Source: an optimization exercise on an open RTL-to-GDS flow (aim: small area and a short achievable clock period). Production flows keep margins and buffers that such runs may drop.
The RTL was checked by simulation tests, not by an equivalence proof against the original design.
Power figures rest on the tool's default switching activity, not on a simulated workload.

==> module sram_dual_port, before the edit <==
module sram_dual_port
#(
   parameter int address_width = 6
)
(
   input  logic                       sram_clock,
   input  mem_pkg::sram_addr_t        wr_address,
   input  stream_pkg::buffer_word_t   wr_word,
   input  mem_pkg::sram_addr_t        rd_address,
   output stream_pkg::buffer_word_t   rd_word
);
   localparam int depth = 1 << address_width;
   logic [16:0] ram [0:depth-1];
   always_ff @(posedge sram_clock)
   begin
      ram[wr_address] <= wr_word;
   end
   logic [depth-1:0]        rd_sel;
   logic [16:0] rd_next;
   always_comb
   begin
      rd_next = '0;
      for (int i = 0; i < depth; i++)
      begin
         rd_sel[i] = (rd_address == i[address_width-1:0]);
         rd_next   = rd_next | (ram[i] & {(16+1){rd_sel[i]}});
      end
   end
   always_ff @(posedge sram_clock)
   begin
      rd_word <= rd_next;
   end
endmodule
==> flow/config.mk <==
export PLATFORM = sky130hd
export DESIGN_NAME = frame_buffer_top
export DESIGN_NICKNAME = frame_buffer_top
export VERILOG_FILES = /design/flow/design.v
export SDC_FILE = /design/flow/constraint.sdc
export NUM_CORES = 4
export LEC_CHECK = 0
export CAP_MARGIN = 20
export CORE_MARGIN = 2
export CORE_UTILIZATION = 55
export SETUP_SLACK_MARGIN = 2.0
export SLEW_MARGIN = 20
==> flow/constraint.sdc <==
create_clock -name core_clock -period 4.0 [get_ports {sram_clock}]
set_input_delay 0.8000 -clock core_clock [delete_from_list [all_inputs] [get_ports {sram_clock}]]
set_output_delay 0.8000 -clock core_clock [all_outputs]
set_load 0.01 [all_outputs]
run.sh (not shown) runs the stock make flow with config.mk's settings and CLKGATE_MAP_FILE= SYNTH_SCRIPT=/design/flow/synth_recipe.tcl, a recipe that flattens the netlist after the stock synthesis.
The baseline ran to the end with no violations.
==> next run, changes <==
--- a/flow/design.v
+++ b/flow/design.v
@@ -27,26 +27,15 @@
    localparam int depth = 1 << address_width;
    logic [16:0] ram [0:depth-1];
    always_ff @(posedge sram_clock)
    begin
       ram[wr_address] <= wr_word;
    end
-   logic [depth-1:0]        rd_sel;
-   logic [16:0] rd_next;
-   always_comb
-   begin
-      rd_next = '0;
-      for (int i = 0; i < depth; i++)
-      begin
-         rd_sel[i] = (rd_address == i[address_width-1:0]);
-         rd_next   = rd_next | (ram[i] & {(16+1){rd_sel[i]}});
-      end
-   end
    always_ff @(posedge sram_clock)
    begin
-      rd_word <= rd_next;
+      rd_word <= ram[rd_address];
    end
 endmodule
 `timescale 1ns/1ns
 module frame_writer
 (
    input  logic                 sram_clock,
=> The new run completed with no timing, DRC or antenna violations. Utilization is lower by 1.5 points. Clock skew drops by 0.012 ns. Die area grows by a few percent. Via count decreases by about a fifth. Final area goes up by a few percent. Fmax grows by about a fifth. Hold slack gets worse by 0.021 ns. Worst setup slack gets better by 0.48 ns. Critical path depth went down by 1. Synthesized cell count decreases by about a fifth. Sequential power is about the same. Register-to-register slack improves by 0.48 ns. Flip-flop and latch count is unchanged. Clock-buffer cell count shrinks by 14.

## rev 12
Another version of the RTL of frame_buffer_top (not shown whole).
Size in the first run: roughly 3300 cells after synthesis, ~0.043 mm^2 of cells after synthesis.
==> module sram_dual_port, before the edit <==
module sram_dual_port
#(
   parameter int address_width = 6
)
(
   input  logic                       sram_clock,
   input  mem_pkg::sram_addr_t        wr_address,
   input  stream_pkg::buffer_word_t   wr_word,
   input  mem_pkg::sram_addr_t        rd_address,
   output stream_pkg::buffer_word_t   rd_word
);
   localparam int depth = 1 << address_width;
   localparam int LO    = mem_pkg::PTR_LO;
   logic [16:0] ram [0:depth-1];
   function automatic logic row_sel(input mem_pkg::sram_addr_t a, input int i);
      row_sel = a[LO + i / LO] & a[i % LO];
   endfunction
   always_ff @(posedge sram_clock)
   begin
      for (int i = 0; i < depth; i++)
      begin
         if (row_sel(wr_address, i))
         begin
            ram[i] <= wr_word;
         end
      end
   end
   logic [16:0] rd_next;
   always_comb
   begin
      rd_next = '0;
      for (int i = 0; i < depth; i++)
      begin
         rd_next = rd_next | (ram[i] & {(16+1){row_sel(rd_address, i)}});
      end
   end
   always_ff @(posedge sram_clock)
   begin
      rd_word <= rd_next;
   end
endmodule
==> module frame_writer, before the edit <==
module frame_writer
(
   input  logic                 sram_clock,
   input  logic                 rst,
   input  logic                 in_valid,
   input  logic                 in_last,
   input  stream_pkg::sample_t  in_data,
   input  mem_pkg::sram_addr_t  read_ptr,
   output mem_pkg::sram_addr_t  commit_ptr,
   output logic                 frame_dropped,
   output mem_pkg::sram_addr_t      mem_wr_address,
   output stream_pkg::buffer_word_t mem_wr_word
);
   mem_pkg::sram_addr_t   wr_ptr;      
   mem_pkg::sram_addr_t   next_ptr;
   logic         discarding;  
   logic         full;
   stream_pkg::buffer_word_t in_word;
   assign next_ptr = mem_pkg::ptr_next(wr_ptr);
   assign full = mem_pkg::ptr_equal(next_ptr, read_ptr);
   assign in_word.last = in_last;
   assign in_word.data = in_data;
   assign mem_wr_address = wr_ptr;
   assign mem_wr_word    = in_word;
   always_ff @(posedge sram_clock)
   begin
      if (rst)
      begin
         wr_ptr        <= mem_pkg::PTR_ZERO;
         commit_ptr    <= mem_pkg::PTR_ZERO;
         discarding    <= 1'b0;
         frame_dropped <= 1'b0;
      end
      else
      begin
         frame_dropped <= 1'b0;
         if (in_valid)
         begin
            if (discarding)
            begin
               if (in_last)
               begin
                  discarding <= 1'b0;  
               end
            end
            else if (full)
            begin
               wr_ptr        <= commit_ptr;
               frame_dropped <= 1'b1;
               discarding    <= !in_last;
            end
            else
            begin
               wr_ptr <= next_ptr;
               if (in_last)
               begin
                  commit_ptr <= next_ptr;  
               end
            end
         end
      end
   end
endmodule
==> module frame_reader, before the edit <==
module frame_reader
(
   input  logic                 sram_clock,
   input  logic                 rst,
   input  logic                 hold,
   input  mem_pkg::sram_addr_t  commit_ptr,
   output mem_pkg::sram_addr_t  read_ptr,
   output logic                 out_valid,
   output logic                 out_last,
   output stream_pkg::sample_t  out_data,
   output mem_pkg::sram_addr_t      mem_rd_address,
   input  stream_pkg::buffer_word_t mem_rd_word
);
   logic fetch;
   logic pending;
   assign pending = !mem_pkg::ptr_equal(read_ptr, commit_ptr);
   assign fetch = pending && !hold;
   assign mem_rd_address = read_ptr;
   always_ff @(posedge sram_clock)
   begin
      if (rst)
      begin
         read_ptr  <= mem_pkg::PTR_ZERO;
         out_valid <= 1'b0;
      end
      else
      begin
         out_valid <= fetch;  
         if (fetch)
         begin
            read_ptr <= mem_pkg::ptr_next(read_ptr);
         end
      end
   end
   assign out_data = mem_rd_word.data;
   assign out_last = mem_rd_word.last;
endmodule
clock: 4.0 ns
lec_check: 0
abc_area: 1
cap_margin: 20
core_margin: 2
core_utilization: 55
cts_cluster_diameter: 60
cts_cluster_size: 30
setup_slack_margin: 2.0
slew_margin: 20
Changes in rev 13 relative to rev 12:
-- flow/design.v --
<<< rev 12, line 1
package mem_pkg;
   localparam int PTR_LO = 8;
   localparam int PTR_HI = (1 << 6) / PTR_LO;
   typedef logic [PTR_HI+PTR_LO-1:0] sram_addr_t;
   localparam sram_addr_t PTR_ZERO = {{(PTR_HI-1){1'b0}}, 1'b1, {(PTR_LO-1){1'b0}}, 1'b1};
   function automatic sram_addr_t ptr_next(input sram_addr_t ptr);
      logic [PTR_LO-1:0] lo;
      logic [PTR_HI-1:0] hi;
      lo = ptr[PTR_LO-1:0];
      hi = ptr[PTR_HI+PTR_LO-1:PTR_LO];
      ptr_next[PTR_LO-1:0] = {lo[PTR_LO-2:0], lo[PTR_LO-1]};
      ptr_next[PTR_HI+PTR_LO-1:PTR_LO] = lo[PTR_LO-1] ? {hi[PTR_HI-2:0], hi[PTR_HI-1]} : hi;
   endfunction
   function automatic logic ptr_equal(input sram_addr_t a, input sram_addr_t b);
      ptr_equal = (|(a[PTR_LO-1:0] & b[PTR_LO-1:0])) &&
                  (|(a[PTR_HI+PTR_LO-1:PTR_LO] & b[PTR_HI+PTR_LO-1:PTR_LO]));
   endfunction
endpackage
>>> rev 13, line 1
package mem_pkg;
   typedef logic [6-1:0] sram_addr_t;
   function automatic sram_addr_t ptr_next(input sram_addr_t ptr);
      ptr_next = ptr + 1'b1;
   endfunction
endpackage
<<< rev 12, line 38
);
   localparam int depth = 1 << address_width;
   localparam int LO    = mem_pkg::PTR_LO;
   logic [16:0] ram [0:depth-1];
   function automatic logic row_sel(input mem_pkg::sram_addr_t a, input int i);
      row_sel = a[LO + i / LO] & a[i % LO];
   endfunction
   always_ff @(posedge sram_clock)
   begin
      for (int i = 0; i < depth; i++)
      begin
         if (row_sel(wr_address, i))
         begin
            ram[i] <= wr_word;
         end
      end
   end
   logic [16:0] rd_next;
   always_comb
   begin
      rd_next = '0;
      for (int i = 0; i < depth; i++)
      begin
         rd_next = rd_next | (ram[i] & {(16+1){row_sel(rd_address, i)}});
      end
   end
   always_ff @(posedge sram_clock)
   begin
      rd_word <= rd_next;
   end
endmodule
>>> rev 13, line 26
);
   localparam int depth = 1 << address_width;
   logic [16:0] ram [0:depth-1];
   always_ff @(posedge sram_clock)
   begin
      ram[wr_address] <= wr_word;
   end
   always_ff @(posedge sram_clock)
   begin
      rd_word <= ram[rd_address];
   end
endmodule
<<< rev 12, line 87
   stream_pkg::buffer_word_t in_word;
   assign next_ptr = mem_pkg::ptr_next(wr_ptr);
   assign full = mem_pkg::ptr_equal(next_ptr, read_ptr);
   assign in_word.last = in_last;
   assign in_word.data = in_data;
>>> rev 13, line 56
   stream_pkg::buffer_word_t in_word;
   assign next_ptr = mem_pkg::ptr_next(wr_ptr);
   assign full = (next_ptr == read_ptr);
   assign in_word.last = in_last;
   assign in_word.data = in_data;
<<< rev 12, line 96
      if (rst)
      begin
         wr_ptr        <= mem_pkg::PTR_ZERO;
         commit_ptr    <= mem_pkg::PTR_ZERO;
         discarding    <= 1'b0;
         frame_dropped <= 1'b0;
>>> rev 13, line 65
      if (rst)
      begin
         wr_ptr        <= '0;
         commit_ptr    <= '0;
         discarding    <= 1'b0;
         frame_dropped <= 1'b0;
<<< rev 12, line 147
   logic fetch;
   logic pending;
   assign pending = !mem_pkg::ptr_equal(read_ptr, commit_ptr);
   assign fetch = pending && !hold;
   assign mem_rd_address = read_ptr;
>>> rev 13, line 116
   logic fetch;
   logic pending;
   assign pending = (read_ptr != commit_ptr);
   assign fetch = pending && !hold;
   assign mem_rd_address = read_ptr;
<<< rev 12, line 154
      if (rst)
      begin
         read_ptr  <= mem_pkg::PTR_ZERO;
         out_valid <= 1'b0;
      end
>>> rev 13, line 123
      if (rst)
      begin
         read_ptr  <= '0;
         out_valid <= 1'b0;
      end
==> comparison <==
In the flow results for rev 13 and rev 12, the antenna diode count is smaller on rev 13.
Rev 13 completed every stage of the flow, and the final layout passed the timing, design-rule and antenna checks.
Rev 13 has initial core utilization above what rev 12 had.
Non-clock buffer count (rev 13 vs. rev 12) decreases by a little under 10%
Rev 13 vs rev 12 — row count rose 1.
Between rev 13 and rev 12, setup slack of the critical path after layout is lower for rev 12, rev 13 comes in above that.
sky130_fd_sc_hd__o211ai_1 as the slowest library cell on the worst path was reported by rev 13, and sky130_fd_sc_hd__nand4_1 by rev 12.
Cmp rev 13 vs rev 12: routed length on met2 lower in rev 13

[separate check: timing with driven ports]
The flow's constraints put no driver on any port. The routed layouts listed below were extracted and timed again, unchanged, in two steps. Step 1, drivers: a clkbuf_16 drives sram_clock and a buf_2 each remaining input, both assumed. Step 2, shift: input delay + t, output delay - t, t = (earliest + latest rising clock arrival at the registers) / 2. This alone moves slack from input paths to output paths. Slacks: no drivers / after step 1 / after step 2; pairs: no drivers / after step 1.
run | shift t [ns] | setup slack, ns | slew at the worst register clock pin (ns)
the first run of note 1 | 0.765 | 1.232 / 1.232 / 1.232 | 0.07 / 0.07
the second run of note 1 | 0.739 | 1.709 / 1.709 / 1.389 | 0.06 / 0.06
rev 12 | 0.736 | 1.692 / 1.692 / 1.563 | 0.10 / 0.10
rev 13 | 0.723 | 1.769 / 1.769 / 1.542 | 0.10 / 0.10
After both steps setup and hold are still met in every run listed. The setup slack of the second run of note 1, which loses most, moves by 0.000 ns with the drivers and by -0.320 ns with both steps.
